Background: an optimization exercise with open tools, aiming at small area, a short achievable clock period and few clock cycles per item. Do not read the settings as production practice. The RTL was checked by simulation tests, not by an equivalence proof against the original design. Power and IR drop assume default switching activity.

## pcm_voice_engine
module pcm_voice_engine #(
    parameter int CHANNELS = 8,
    parameter int ADDR_W   = 24,
    parameter int PITCH_W  = 24
) (
    input  logic              CLK,
    input  logic              NRES,
    input  logic              wr_en,
    input  logic [9:0]        wr_addr,
    input  logic [7:0]        wr_data,
    input  logic              frame_start,
    output logic              rom_req,
    output logic [ADDR_W-1:0] rom_addr,
    input  logic              rom_ack,
    input  logic [7:0]        rom_data,
    output logic              smp_valid,
    output logic [2:0]        smp_ch,
    output logic [15:0]       smp_data,
    output logic              frame_done,
    output logic              frame_ovr
);
Size in the first run: about 4800 cells after synthesis, about 78 I/O pins, about 69000 µm² of cells after synthesis.
Settings: LEC_CHECK=0, CAP_MARGIN=20, CORE_MARGIN=2, CORE_UTILIZATION=55, SETUP_SLACK_MARGIN=2.7, SLEW_MARGIN=20; clock period 6.5 ns.
run.sh (not shown) runs the stock make flow with config.mk's settings and CLKGATE_MAP_FILE= SYNTH_SCRIPT=/design/flow/synth_recipe.tcl, a recipe that flattens the netlist after the stock synthesis.
The baseline completed with no timing, DRC or antenna violations.
Testbench counts at the start, summed over its fixed seeds: cycles 18,735, frames 1,536.
Change:
--- a/flow/config.mk
+++ b/flow/config.mk
@@ -10,3 +10,5 @@
 export CORE_UTILIZATION = 55
-export SETUP_SLACK_MARGIN = 2.7
+export CTS_BUF_LIST = sky130_fd_sc_hd__clkbuf_8
+export CTS_CLUSTER_SIZE = 20
+export SETUP_SLACK_MARGIN = 3.0
 export SLEW_MARGIN = 20
After rerunning: Via count grows by 3.2%. Cell area grows by 2.5%. Hold slack is worse by 0.068 ns. Routed wire length grows by 1.1%. Total power grows by 6.2%. Worst setup slack is better by 0.14 ns. Count of clock-buffer cells in the layout grows by 82. Clock skew grows by 0.036 ns. Sequential share of layout area shrinks by 1.5 points.
Change:
--- a/flow/config.mk
+++ b/flow/config.mk
@@ -9,6 +9,4 @@
 export CORE_MARGIN = 2
-export CORE_UTILIZATION = 55
-export CTS_BUF_LIST = sky130_fd_sc_hd__clkbuf_8
-export CTS_CLUSTER_SIZE = 20
-export SETUP_SLACK_MARGIN = 3.0
+export CORE_UTILIZATION = 50
+export SETUP_SLACK_MARGIN = 3.2
 export SLEW_MARGIN = 20
Outcome: Wire length rose by 3.9%. Core utilization fell by 3.9 points. Sequential share of layout area fell by 1.9 points. Register-to-register slack gets better by 0.07 ns. Design area rose by 3.2%. Maximum frequency rose by 2.0%. Cell count rose by 0.49%. Total power rose by 9.7%. Setup slack gets better by 0.071 ns.
Change:
--- a/flow/config.mk
+++ b/flow/config.mk
@@ -9,4 +9,4 @@
 export CORE_MARGIN = 2
-export CORE_UTILIZATION = 50
-export SETUP_SLACK_MARGIN = 3.2
+export CORE_UTILIZATION = 60
+export SETUP_SLACK_MARGIN = 3.0
 export SLEW_MARGIN = 20
Utilization rose by 11 points.
Critical path depth rose by 1.
Via count fell by about 0.6%.
First-iteration DRC count rose by 2.6%.
Change:
--- a/flow/config.mk
+++ b/flow/config.mk
@@ -9,3 +9,3 @@
 export CORE_MARGIN = 2
-export CORE_UTILIZATION = 60
+export CORE_UTILIZATION = 55
 export SETUP_SLACK_MARGIN = 3.0
The changed run produced a clean layout.
Wire length shrinks by 2.0%.
Area after synthesis stays the same.
Register-to-register slack gains 0.05 ns.
Global-route usage shrinks by 2.9 points.
Combinational power shrinks by about 6%.
Utilization shrinks by 6.4 points.
Setup slack gains 0.049 ns.
Change:
--- a/flow/config.mk
+++ b/flow/config.mk
@@ -9,4 +9,4 @@
 export CORE_MARGIN = 2
-export CORE_UTILIZATION = 55
-export SETUP_SLACK_MARGIN = 3.0
+export CORE_UTILIZATION = 60
+export SETUP_SLACK_MARGIN = 3.5
 export SLEW_MARGIN = 20
What happened: Global-route usage is higher by 5.2 points. Worst setup slack degrades by 0.10 ns. Total power is higher by 13%. Utilization goes up by 13 points. Non-clock buffer count increases by 336. Synthesized area stays the same. Routed wire length goes up by 19%. Critical path depth stays the same. Maximum frequency went down by 2.8%. Sequential power stays flat.

==> re-timing with driven ports <==
The flow's constraints put no driver on any port. The routed layouts listed below were extracted and timed again, unchanged, in two steps.
Step 1: set_driving_cell puts a clkbuf_16 on CLK and a buf_2 on each other input, an assumption about the parent block.
Step 2 also shifts input and output timing later by t, the mid clock arrival at the registers, as if the neighbouring blocks saw the same clock.
a / b / c = ideal / step 1 / step 2; a / b = the first two.
run	t (ns)	setup WS [ns]	worst register clock-pin slew, ns
the first run	0.865	2.670 / 2.727 / 1.862	0.07 / 0.07
the second run	1.038	2.813 / 2.813 / 1.835	0.07 / 0.07
the third run	0.862	2.885 / 2.885 / 2.050	0.07 / 0.07
the fourth run	0.869	2.815 / 2.815 / 2.040	0.07 / 0.07
the fifth run	0.849	2.865 / 2.863 / 2.014	0.07 / 0.07
the sixth run	0.881	2.761 / 2.761 / 1.880	0.08 / 0.08
After both steps every run listed still meets setup and hold. The setup slack of the second run, which loses most, moves by 0.000 ns with the drivers and by -0.978 ns with both steps.
